This is an optimization exercise on Yosys and OpenROAD, whose aim is a short achievable clock period and few clock cycles, not a production implementation.
Function was checked by simulation only, so behaviour that the tests miss may differ from the original.
No activity file was given, so power comes from the tool's default toggle rates.

===== flow/design.v =====
package isa_pkg;
  localparam int XLEN = 32;
  typedef enum logic [6:0] {
    OP     = 7'b0110011,
    OP_IMM = 7'b0010011,
    LOAD   = 7'b0000011,
    STORE  = 7'b0100011,
    BRANCH = 7'b1100011,
    JAL    = 7'b1101111
  } opcode_e;
  localparam logic [2:0] F3_ADD_SUB = 3'b000;
  localparam logic [2:0] F3_SLT     = 3'b010;
  localparam logic [2:0] F3_XOR     = 3'b100;
  localparam logic [2:0] F3_OR      = 3'b110;
  localparam logic [2:0] F3_AND     = 3'b111;
  localparam logic [2:0] F3_BEQ     = 3'b000;
  localparam logic [2:0] F3_BNE     = 3'b001;
  localparam logic [6:0] F7_SUB     = 7'b0100000;
  typedef enum logic [2:0] {
    ALU_ADD,
    ALU_SUB,
    ALU_AND,
    ALU_OR,
    ALU_XOR,
    ALU_SLT
  } alu_op_e;
  typedef union packed {
    struct packed {
      logic [6:0] funct7;
      logic [4:0] rs2;
      logic [4:0] rs1;
      logic [2:0] funct3;
      logic [4:0] rd;
      opcode_e    opcode;
    } r;
    struct packed {
      logic [11:0] imm12;
      logic [4:0]  rs1;
      logic [2:0]  funct3;
      logic [4:0]  rd;
      opcode_e     opcode;
    } i;
  } instr_u;
  localparam logic [XLEN-1:0] NOP_WORD = 32'h0000_0013;  
  typedef struct packed {
    logic [XLEN-1:0] pc;
    instr_u          instr;
  } if_id_t;
  typedef struct packed {
    logic [XLEN-1:0] opr_a;
    logic [XLEN-1:0] opr_b;
    logic [XLEN-1:0] store_data;
    alu_op_e         alu_op;
    logic [4:0]               rd;
    logic                     reg_write;
    logic                     mem_read;
    logic                     mem_write;
    logic                     link;
    logic [XLEN-1:0] link_pc;
  } id_ex_t;
  typedef struct packed {
    logic [XLEN-1:0] result;
    logic [XLEN-1:0] store_data;
    logic [4:0]               rd;
    logic                     reg_write;
    logic                     mem_read;
    logic                     mem_write;
  } ex_mem_t;
  typedef struct packed {
    logic [4:0]               rd;
    logic [XLEN-1:0] data;
    logic                     reg_write;
  } mem_wb_t;
  typedef enum logic [1:0] {
    FWD_NONE = 2'd0,
    FWD_EX   = 2'd1,
    FWD_MEM  = 2'd2
  } fwd_sel_e;
  typedef struct packed {
    logic [4:0]               rd;
    logic [XLEN-1:0] data;
  } retire_t;
endpackage
module hazard_ctrl (
  input  logic [4:0]          rs1_i,
  input  logic [4:0]          rs2_i,
  input  logic [4:0]          ex_rd_i,
  input  logic                ex_reg_write_i,
  input  logic                ex_mem_read_i,
  input  logic [4:0]          mem_rd_i,
  input  logic                mem_reg_write_i,
  input  logic                branch_taken_i,
  input  logic                is_jump_i,
  output isa_pkg::fwd_sel_e  fwd_a_o,
  output isa_pkg::fwd_sel_e  fwd_b_o,
  output logic                stall_o,
  output logic                flush_o,
  output logic                pc_redirect_o
);
  logic ex_valid, mem_valid;
  assign ex_valid  = ex_reg_write_i && ex_rd_i != 5'd0;
  assign mem_valid = mem_reg_write_i && mem_rd_i != 5'd0;
  always_comb begin
    fwd_a_o = isa_pkg::FWD_NONE;
    if (ex_valid && ex_rd_i == rs1_i)
      fwd_a_o = isa_pkg::FWD_EX;   
    else if (mem_valid && mem_rd_i == rs1_i)
      fwd_a_o = isa_pkg::FWD_MEM;
  end
  always_comb begin
    fwd_b_o = isa_pkg::FWD_NONE;
    if (ex_valid && ex_rd_i == rs2_i)
      fwd_b_o = isa_pkg::FWD_EX;
    else if (mem_valid && mem_rd_i == rs2_i)
      fwd_b_o = isa_pkg::FWD_MEM;
  end
  assign stall_o = ex_mem_read_i && ex_valid && (ex_rd_i == rs1_i || ex_rd_i == rs2_i);
  assign flush_o       = (branch_taken_i || is_jump_i) && !stall_o;
  assign pc_redirect_o = flush_o;
endmodule
module fetch_unit #(
  parameter int IMEM_DEPTH = 64
) (
  input  logic                          clk_i,
  input  logic                          reset_i,
  input  logic                          start_i,
  input  logic                          imem_we_i,
  input  logic [$clog2(IMEM_DEPTH)-1:0] imem_addr_i,
  input  logic [isa_pkg::XLEN-1:0]      imem_data_i,
  input  logic                          stall_i,
  input  logic                          flush_i,
  input  logic                          pc_redirect_i,
  input  logic [isa_pkg::XLEN-1:0]      target_i,
  output isa_pkg::if_id_t              if_id_o
);
  localparam int AW = $clog2(IMEM_DEPTH);
  logic [isa_pkg::XLEN-1:0] imem [IMEM_DEPTH];
  logic [isa_pkg::XLEN-1:0] pc;
  logic                     running;
  always_ff @(posedge clk_i) begin
    if (imem_we_i)
      imem[imem_addr_i] <= imem_data_i;   
  end
  always_ff @(posedge clk_i) begin
    if (reset_i)
      running <= 1'b0;
    else if (start_i)
      running <= 1'b1;
  end
  always_ff @(posedge clk_i) begin
    if (reset_i)
      pc <= '0;
    else if (running && !stall_i)
      pc <= pc_redirect_i ? target_i : pc + 32'd4;
  end
  always_ff @(posedge clk_i) begin
    if (reset_i) begin
      if_id_o.pc    <= '0;
      if_id_o.instr <= isa_pkg::NOP_WORD;
    end else if (!stall_i) begin
      if_id_o.pc    <= pc;
      if_id_o.instr <= (running && !flush_i) ? imem[pc[AW+1:2]] : isa_pkg::NOP_WORD;
    end
  end
endmodule
module decode_unit (
  input  logic                     clk_i,
  input  logic                     reset_i,
  input  isa_pkg::if_id_t         if_id_i,
  input  isa_pkg::mem_wb_t        wb_i,
  input  logic [isa_pkg::XLEN-1:0] ex_fwd_i,
  input  logic [isa_pkg::XLEN-1:0] mem_fwd_i,
  input  isa_pkg::fwd_sel_e       fwd_a_i,
  input  isa_pkg::fwd_sel_e       fwd_b_i,
  input  logic                     stall_i,
  output logic [4:0]               rs1_o,
  output logic [4:0]               rs2_o,
  output logic                     branch_taken_o,
  output logic                     is_jump_o,
  output logic [isa_pkg::XLEN-1:0] target_o,
  output isa_pkg::id_ex_t         id_ex_o
);
  logic [isa_pkg::XLEN-1:0] rf [1:31];
  logic [isa_pkg::XLEN-1:0] rs1_val, rs2_val;
  logic [isa_pkg::XLEN-1:0] imm_i, imm_s, imm_b, imm_j;
  logic                     use_rs1, use_rs2;
  isa_pkg::instr_u          instr;
  isa_pkg::id_ex_t         id_ex_d;
  function automatic logic [isa_pkg::XLEN-1:0] read_reg(input logic [4:0] addr);
    if (addr == 5'd0)
      read_reg = '0;
    else if (wb_i.reg_write && wb_i.rd == addr)
      read_reg = wb_i.data;   
    else
      read_reg = rf[addr];
  endfunction
  function automatic logic [isa_pkg::XLEN-1:0] pick(input isa_pkg::fwd_sel_e sel,
                                                    input logic [isa_pkg::XLEN-1:0] file_val);
    case (sel)
      isa_pkg::FWD_EX:  pick = ex_fwd_i;
      isa_pkg::FWD_MEM: pick = mem_fwd_i;
      default:          pick = file_val;
    endcase
  endfunction
  function automatic isa_pkg::alu_op_e alu_of(input logic [2:0] f3);
    case (f3)
      isa_pkg::F3_SLT: alu_of = isa_pkg::ALU_SLT;
      isa_pkg::F3_XOR: alu_of = isa_pkg::ALU_XOR;
      isa_pkg::F3_OR:  alu_of = isa_pkg::ALU_OR;
      isa_pkg::F3_AND: alu_of = isa_pkg::ALU_AND;
      default:         alu_of = isa_pkg::ALU_ADD;
    endcase
  endfunction
  assign instr = if_id_i.instr;
  assign imm_i = {{20{instr.i.imm12[11]}}, instr.i.imm12};
  assign imm_s = {{20{instr.r.funct7[6]}}, instr.r.funct7, instr.r.rd};
  assign imm_b = {{20{instr.r.funct7[6]}}, instr.r.rd[0], instr.r.funct7[5:0],
                  instr.r.rd[4:1], 1'b0};
  assign imm_j = {{12{instr.r.funct7[6]}}, instr.r.rs1, instr.r.funct3, instr.r.rs2[0],
                  instr.r.funct7[5:0], instr.r.rs2[4:1], 1'b0};
  always_comb begin
    use_rs1 = 1'b0;
    use_rs2 = 1'b0;
    case (instr.r.opcode)
      isa_pkg::OP, isa_pkg::STORE, isa_pkg::BRANCH: begin
        use_rs1 = 1'b1;
        use_rs2 = 1'b1;
      end
      isa_pkg::OP_IMM, isa_pkg::LOAD: use_rs1 = 1'b1;
      default: ;
    endcase
  end
  assign rs1_o = use_rs1 ? instr.r.rs1 : 5'd0;
  assign rs2_o = use_rs2 ? instr.r.rs2 : 5'd0;
  always_comb rs1_val = pick(fwd_a_i, read_reg(rs1_o));
  always_comb rs2_val = pick(fwd_b_i, read_reg(rs2_o));
  assign target_o = if_id_i.pc + ((instr.r.opcode == isa_pkg::JAL) ? imm_j : imm_b);
  always_comb begin
    id_ex_d            = '0;
    id_ex_d.opr_a      = rs1_val;
    id_ex_d.opr_b      = rs2_val;
    id_ex_d.store_data = rs2_val;
    id_ex_d.alu_op     = alu_of(instr.r.funct3);
    id_ex_d.rd         = instr.r.rd;
    id_ex_d.link_pc    = if_id_i.pc + 32'd4;
    branch_taken_o     = 1'b0;
    is_jump_o          = 1'b0;
    case (instr.r.opcode)
      isa_pkg::OP: begin
        id_ex_d.reg_write = 1'b1;
        if (instr.r.funct3 == isa_pkg::F3_ADD_SUB && instr.r.funct7 == isa_pkg::F7_SUB)
          id_ex_d.alu_op = isa_pkg::ALU_SUB;
      end
      isa_pkg::OP_IMM: begin
        id_ex_d.reg_write = 1'b1;
        id_ex_d.opr_b     = imm_i;
      end
      isa_pkg::LOAD: begin
        id_ex_d.reg_write = 1'b1;
        id_ex_d.mem_read  = 1'b1;
        id_ex_d.opr_b     = imm_i;
        id_ex_d.alu_op    = isa_pkg::ALU_ADD;
      end
      isa_pkg::STORE: begin
        id_ex_d.mem_write = 1'b1;
        id_ex_d.opr_b     = imm_s;
        id_ex_d.alu_op    = isa_pkg::ALU_ADD;
      end
      isa_pkg::BRANCH: begin
        if (instr.r.funct3 == isa_pkg::F3_BEQ)
          branch_taken_o = (rs1_val == rs2_val);
        else if (instr.r.funct3 == isa_pkg::F3_BNE)
          branch_taken_o = (rs1_val != rs2_val);
      end
      isa_pkg::JAL: begin
        is_jump_o         = 1'b1;
        id_ex_d.reg_write = 1'b1;
        id_ex_d.link      = 1'b1;
      end
      default: ;
    endcase
  end
  always_ff @(posedge clk_i) begin
    if (wb_i.reg_write && wb_i.rd != 5'd0)
      rf[wb_i.rd] <= wb_i.data;
  end
  always_ff @(posedge clk_i) begin
    if (reset_i || stall_i) begin
      id_ex_o.reg_write <= 1'b0;
      id_ex_o.mem_read  <= 1'b0;
      id_ex_o.mem_write <= 1'b0;
      id_ex_o.link      <= 1'b0;
    end else begin
      id_ex_o <= id_ex_d;
    end
  end
endmodule
module execute_unit (
  input  logic                     clk_i,
  input  logic                     reset_i,
  input  isa_pkg::id_ex_t         id_ex_i,
  output logic [isa_pkg::XLEN-1:0] alu_result_o,
  output isa_pkg::ex_mem_t        ex_mem_o
);
  logic [isa_pkg::XLEN-1:0] alu_out;
  logic                     lt;
  assign lt = $signed(id_ex_i.opr_a) < $signed(id_ex_i.opr_b);
  always_comb begin
    case (id_ex_i.alu_op)
      isa_pkg::ALU_SUB: alu_out = id_ex_i.opr_a - id_ex_i.opr_b;
      isa_pkg::ALU_AND: alu_out = id_ex_i.opr_a & id_ex_i.opr_b;
      isa_pkg::ALU_OR:  alu_out = id_ex_i.opr_a | id_ex_i.opr_b;
      isa_pkg::ALU_XOR: alu_out = id_ex_i.opr_a ^ id_ex_i.opr_b;
      isa_pkg::ALU_SLT: alu_out = {{(isa_pkg::XLEN-1){1'b0}}, lt};
      default:          alu_out = id_ex_i.opr_a + id_ex_i.opr_b;
    endcase
  end
  assign alu_result_o = id_ex_i.link ? id_ex_i.link_pc : alu_out;
  always_ff @(posedge clk_i) begin
    if (reset_i) begin
      ex_mem_o.reg_write <= 1'b0;
      ex_mem_o.mem_read  <= 1'b0;
      ex_mem_o.mem_write <= 1'b0;
    end else begin
      ex_mem_o.result     <= alu_result_o;
      ex_mem_o.store_data <= id_ex_i.store_data;
      ex_mem_o.rd         <= id_ex_i.rd;
      ex_mem_o.reg_write  <= id_ex_i.reg_write;
      ex_mem_o.mem_read   <= id_ex_i.mem_read;
      ex_mem_o.mem_write  <= id_ex_i.mem_write;
    end
  end
endmodule
module memory_unit #(
  parameter int DMEM_DEPTH = 64
) (
  input  logic                     clk_i,
  input  logic                     reset_i,
  input  isa_pkg::ex_mem_t        ex_mem_i,
  output logic [isa_pkg::XLEN-1:0] mem_fwd_o,
  output isa_pkg::mem_wb_t        wb_o,
  output logic                     retire_valid_o,
  output isa_pkg::retire_t        retire_o
);
  localparam int AW = $clog2(DMEM_DEPTH);
  logic [isa_pkg::XLEN-1:0] dmem [DMEM_DEPTH];
  logic [AW-1:0]            addr;
  assign addr = ex_mem_i.result[AW+1:2];   
  always_ff @(posedge clk_i) begin
    if (ex_mem_i.mem_write)
      dmem[addr] <= ex_mem_i.store_data;
  end
  assign mem_fwd_o = ex_mem_i.mem_read ? dmem[addr] : ex_mem_i.result;
  always_ff @(posedge clk_i) begin
    if (reset_i) begin
      wb_o.reg_write <= 1'b0;
    end else begin
      wb_o.rd        <= ex_mem_i.rd;
      wb_o.data      <= mem_fwd_o;
      wb_o.reg_write <= ex_mem_i.reg_write;
    end
  end
  assign retire_valid_o = wb_o.reg_write && wb_o.rd != 5'd0;
  assign retire_o.rd    = wb_o.rd;
  assign retire_o.data  = wb_o.data;
endmodule
module core_top #(
  parameter int IMEM_DEPTH = 64,
  parameter int DMEM_DEPTH = 64
) (
  input  logic                            clk_i,
  input  logic                            reset_i,
  input  logic                            start_i,
  input  logic                            imem_we_i,
  input  logic [$clog2(IMEM_DEPTH)-1:0]   imem_addr_i,
  input  logic [isa_pkg::XLEN-1:0]        imem_data_i,
  output logic                            retire_valid_o,
  output logic [4:0]                      retire_rd_o,
  output logic [isa_pkg::XLEN-1:0]        retire_data_o
);
  isa_pkg::retire_t         retire_o;
  isa_pkg::if_id_t         if_id;
  isa_pkg::id_ex_t         id_ex;
  isa_pkg::ex_mem_t        ex_mem;
  isa_pkg::mem_wb_t        mem_wb;
  isa_pkg::fwd_sel_e       fwd_a, fwd_b;
  logic [isa_pkg::XLEN-1:0] alu_result;
  logic [isa_pkg::XLEN-1:0] mem_fwd;
  logic [isa_pkg::XLEN-1:0] target;
  logic [4:0]               rs1, rs2;
  logic                     branch_taken, is_jump;
  logic                     stall, flush, pc_redirect;
  fetch_unit #(.IMEM_DEPTH(IMEM_DEPTH)) u_fetch (
    .clk_i         (clk_i),
    .reset_i       (reset_i),
    .start_i       (start_i),
    .imem_we_i     (imem_we_i),
    .imem_addr_i   (imem_addr_i),
    .imem_data_i   (imem_data_i),
    .stall_i       (stall),
    .flush_i       (flush),
    .pc_redirect_i (pc_redirect),
    .target_i      (target),
    .if_id_o       (if_id)
  );
  decode_unit u_decode (
    .clk_i          (clk_i),
    .reset_i        (reset_i),
    .if_id_i        (if_id),
    .wb_i           (mem_wb),
    .ex_fwd_i       (alu_result),
    .mem_fwd_i      (mem_fwd),
    .fwd_a_i        (fwd_a),
    .fwd_b_i        (fwd_b),
    .stall_i        (stall),
    .rs1_o          (rs1),
    .rs2_o          (rs2),
    .branch_taken_o (branch_taken),
    .is_jump_o      (is_jump),
    .target_o       (target),
    .id_ex_o        (id_ex)
  );
  execute_unit u_execute (
    .clk_i        (clk_i),
    .reset_i      (reset_i),
    .id_ex_i      (id_ex),
    .alu_result_o (alu_result),
    .ex_mem_o     (ex_mem)
  );
  memory_unit #(.DMEM_DEPTH(DMEM_DEPTH)) u_memory (
    .clk_i          (clk_i),
    .reset_i        (reset_i),
    .ex_mem_i       (ex_mem),
    .mem_fwd_o      (mem_fwd),
    .wb_o           (mem_wb),
    .retire_valid_o (retire_valid_o),
    .retire_o       (retire_o)
  );
  assign retire_rd_o   = retire_o.rd;
  assign retire_data_o = retire_o.data;
  hazard_ctrl u_hazard (
    .rs1_i           (rs1),
    .rs2_i           (rs2),
    .ex_rd_i         (id_ex.rd),
    .ex_reg_write_i  (id_ex.reg_write),
    .ex_mem_read_i   (id_ex.mem_read),
    .mem_rd_i        (ex_mem.rd),
    .mem_reg_write_i (ex_mem.reg_write),
    .branch_taken_i  (branch_taken),
    .is_jump_i       (is_jump),
    .fwd_a_o         (fwd_a),
    .fwd_b_o         (fwd_b),
    .stall_o         (stall),
    .flush_o         (flush),
    .pc_redirect_o   (pc_redirect)
  );
endmodule

===== flow/run.sh =====
#!/bin/bash
# synth_recipe.tcl (not shown) runs the flow's synth.tcl, then flattens the netlist and writes it again
# the make line also repeats each setting of config.mk as NAME=value (left out here)
make -C /OpenROAD-flow-scripts/flow DESIGN_CONFIG=/design/flow/config.mk WORK_HOME=/design/flow/orfs CLKGATE_MAP_FILE= SYNTH_SCRIPT=/design/flow/synth_recipe.tcl finish

===== flow/config.mk =====
export PLATFORM = sky130hd
export DESIGN_NAME = core_top
export DESIGN_NICKNAME = core_top
export VERILOG_FILES = /design/flow/design.v
export SDC_FILE = /design/flow/constraint.sdc
export NUM_CORES = 4
export LEC_CHECK = 0
export CAP_MARGIN = 20
export CORE_MARGIN = 2
export CORE_UTILIZATION = 20
export PLACE_DENSITY = 0.3
export SLEW_MARGIN = 20

===== flow/constraint.sdc =====
create_clock -name core_clock -period 10.0 [get_ports {clk_i}]
set_input_delay 2.0000 -clock core_clock [delete_from_list [all_inputs] [get_ports {clk_i}]]
set_output_delay 2.0000 -clock core_clock [all_outputs]
set_load 0.01 [all_outputs]

==> impl_metrics.tcl <==
set metrics [dict create \
    synth-simple-area-share_pct 4.577 \
    seq_power_share_pct 46.1 \
    multi_input_area_mm2 0.06299 \
    setup-violations-final 0 \
    clkSinkCount 5447 \
    dieHeight_um 1072 \
    rsz0062_at_grt "false" \
    grt_first_pass_wirelength_um 1355000 \
    nets 13590 \
    synthesis.nets 13010 \
    cts_hold_buf 0 \
    viasPerCell 4.597 \
    grt_overflow 0 \
    crit_fanout 27 \
    cts_buffer_depth 5 \
    netlist_instances 12840 \
    synth_seq_cells 5447 \
    dr.pass1.iters 8 \
    endpoint_kind "register" \
    drc 0 \
    die_w_um 1072 \
    min_period_over_period_pct 87.47 \
    num_vias 134000 \
    relSlewSlack_pct 11.96 \
    syn_area_mm2 0.2282 \
    cp_num_cells 19 \
    seq_area_mm2 0.1625 \
    crit_start "u_fetch.if_id_o[6]$_SDFFE_PP0N_" \
    htreeDepth 6 \
    power.density_mw_per_mm2 203.5 \
    finalSetupTns_ns 0 \
    num_io_pins 80 \
    wirelength_um 1027000 \
    endpoint "u_fetch.pc[25]$_SDFFE_PP0P_" \
    vdd_drop_max_v 0.0001316 \
    r2r_slack_ns 1.25 \
    synth.area.mux_share_pct 14.28 \
    async_reset_ff_share_pct 0 \
    status "timing/DRC/antenna clean" \
    tightest_slew_ns 1.319 \
    grt_max_degree 151 \
    reg2reg_depth 19 \
    cts-resized-gates 0 \
    cts-root-buf "clkbuf_16" \
    cts_buffers 679 \
    layout_common_cells "5330 x edfxtp_1, 1236 x mux4_2, 784 x nand2_1, 685 x clkbuf_16, 616 x buf_4" \
    finalCriticalPeriod_ns 8.747 \
    post_drt_wl_per_cell_um 35.23 \
    hold_path_class "register to register" \
    gp_congestion 0.8393 \
    core.rowCount 392 \
    switching_share_pct 26.48 \
    hold_viol_final 0 \
    cp.required_ns 10.98 \
    crit_path_start_kind "register" \
    p_switching_mw 14.70 \
    crit_chain "clkinv_1 -> o211ai_4 -> buf_4 -> buf_4 -> a21oi_1 -> a31oi_1 -> o22ai_1 -> o221ai_1 -> nand2_1 -> a21oi_1 -> o31ai_1 -> xor2_1 -> nor4_1 -> nand4_1 -> mux2i_2 -> a21oi_4 -> nor2_4 -> nand3b_1 -> o211ai_1" \
    postPlaceCellArea_mm2 0.2516 \
    utilization_pct 23.97 \
    worstReg2RegStart "u_fetch.if_id_o[6]$_SDFFE_PP0N_" \
    leakage_nw 82.69 \
    clk_pin_slew_worst_paths_ns 0.06 \
    synth_compound_area_share_pct 6.730 \
    yosysWarnings 5 \
    synth_area_per_cell_um2 17.77 \
    pwr-share-comb_pct 10.8 \
    synthXorXnorAreaFrac_pct 0.4760 \
    skew_ns 0.1525 \
    worst_path_largest_cell_delay_ns 1.23 \
    ant_nets 0 \
    nFillCells 116600 \
    track_usage_pct 17.30 \
    start_util_pct 20.04 \
    synthFlopType "edfxtp_1" \
    clk_latency_ns 1.16 \
    synth.distinct_cells 113 \
    slowest_stage "o211ai_4" \
    critPathTopFamily "compound AO/OA/AOI/OAI gates" \
    hold_slack_ns 0.4137 \
    dr.first_iter.drc_count 15100 \
    synthAdderAreaFrac_pct 0.7282 \
    antenna_found_initial 94 \
    io_buffers 79 \
    clkPwrFrac_pct 43.1 \
    post_cts_buffers 0 \
    cp.arrival_ns 9.73 \
    die-area_mm2 1.149 \
    first_global_vias 136000 \
    mostFrequentLayoutCell "edfxtp_1" \
    drv_cap 0 \
    timing.fmax_mhz 114.3 \
    r2r_end "u_fetch.pc[25]$_SDFFE_PP0P_" \
    hold_depth 0 \
    p_int_mw 40.83 \
    layout-drive-gt1-share_pct 23.55 \
    core-area_mm2 1.138 \
    crit_buf_inv 3 \
    cts_tree "yes" \
    seq_area_frac_synth_pct 71.18 \
    dp_hpwl_um 627500 \
    area_growth_pct 19.58 \
    synth_edf_count 5330 \
    critPathKind "register to register" \
    postLayoutCellArea_mm2 0.2728 \
    synth_top_family_by_area "multiplexers" \
    finalMaxSlewViolations 0 \
]
-- cell type report --
type	count	area share [%]
clock buffer	835	6.489
inverter	197	0.2774
tap	15170	6.956
clock inverter	367	1.250
timing repair buffer	754	2.355
antenna	44	0.04036
multi-input combinational	6334	23.09
sequential	5447	59.55
-- metal layers --
metal  global-route usage, %  wire length [um]
met1                   24.72            475100
met2                   27.61            472700
met3                   2.190             47880
met4                   4.742             31030
met5                       0               111
-- cell families after synthesis --
family / count (synthesis)
flops: 5447
xor+xnor: 124
buf+inv: 1056
compound gates: 2146
mux: 1698
simple gates: 2235
fa+ha+maj: 131
-- synth_stat cells, types with 49 or more instances --
cell	number	share of area (%)
edfxtp_1	5330	70
nand4_1	53	0.15
and3_1	73	0.20
a2111oi_0	49	0.19
nor2_1	540	0.89
a22o_1	83	0.32
mux4_2	1236	12
clkbuf_1	377	0.62
nand2_1	785	1.3
buf_4	79	0.26
o22ai_1	123	0.34
xnor2_1	93	0.36
inv_1	188	0.31
o211ai_1	87	0.29
mux2i_1	370	1.6
nor2b_1	100	0.27
and2_1	57	0.16
nand3_1	223	0.49
o221ai_1	82	0.31
a31oi_1	135	0.37
a21oi_1	410	0.90
mux2_2	91	0.45
a211oi_1	138	0.45
dfxtp_1	117	1.0
buf_2	243	0.53
buf_1	149	0.25
a22oi_1	99	0.33
nor3_1	130	0.29
a221oi_1	121	0.46
ha_1	128	0.70
nand2b_1	91	0.25
o21ai_0	266	0.58
-- metrics by stage --
stage / setup slack (ns) / power (mW) / instances
global placement: 0.6608 / 32.21 / 27890
finish: 1.253 / 55.53 / 29150
floorplan: 2.763 / 29.12 / 12840
global route: 0.9747 / 57.38 / 29120
detailed placement: 1.498 / 32.18 / 27900
CTS: 1.349 / 56.41 / 29100
-- power groups by stage --
stage	clock network [mW]	logic, mW	registers, mW
after global placement	0	6.11	26.1
after CTS	24.7	6.10	25.6
final	23.9	5.99	25.6
after detailed placement	0	6.09	26.1
after global routing	25.5	6.29	25.6
after floorplan	0	3.08	26.0
-- flip-flops by register name (all words and copies together) (netlist names), named ones only --
| register | cells |
|---|---|
| u_fetch.pc | 32 |
| u_memory.wb_o | 38 |
| u_execute.ex_mem_o | 72 |
| u_decode.id_ex_o | 140 |
| u_memory.dmem | 2048 |
| u_decode.rf | 992 |
| u_fetch.running | 1 |
| u_fetch.if_id_o | 64 |
| u_fetch.imem | 2048 |
-- how the worst min path moves through the flow --
stage                                               from                               end  slack, ns
after floorplan           u_decode.id_ex_o[46]$_DFFE_PN_  u_execute.ex_mem_o[10]$_DFFE_PN_       0.40
after global placement    u_decode.id_ex_o[62]$_DFFE_PN_  u_execute.ex_mem_o[26]$_DFFE_PN_       0.40
after detailed placement  u_decode.id_ex_o[72]$_DFFE_PN_  u_execute.ex_mem_o[36]$_DFFE_PN_       0.41
after CTS                     u_fetch.pc[0]$_SDFFE_PP0P_  u_fetch.if_id_o[32]$_SDFFE_PP0N_       0.40
after global routing      u_decode.id_ex_o[56]$_DFFE_PN_  u_execute.ex_mem_o[20]$_DFFE_PN_       0.42
final                     u_decode.id_ex_o[64]$_DFFE_PN_  u_execute.ex_mem_o[28]$_DFFE_PN_       0.41
Testbench counts, summed over its fixed seeds: cycles 26,511.

port drivers added, routing unchanged:
No port has a modelled driver above. Below, the same layout with a new extraction and two added sets of constraints. Step 1, drivers: a clkbuf_16 drives clk_i and a buf_2 each remaining input, both assumed. Step 2 adds t to the input delays and takes it off the output delays; t is the mean of the earliest and latest rising clock arrival at the registers after step 1. Input paths then give back, and output paths get back, about the clock's delay inside the block. Slacks: ideal ports / drivers / drivers and shift; pairs: ideal ports / drivers.
t, ns: 1.241
setup WS [ns]: 1.253 / 1.253 / 1.253
worst setup path after step 2: register to register
slew at the worst register clock pin (ns): 0.07 / 0.07
After both steps setup and hold are still met in this run. The setup slack of this run moves by 0.000 ns with the drivers and by 0.000 ns with both steps.
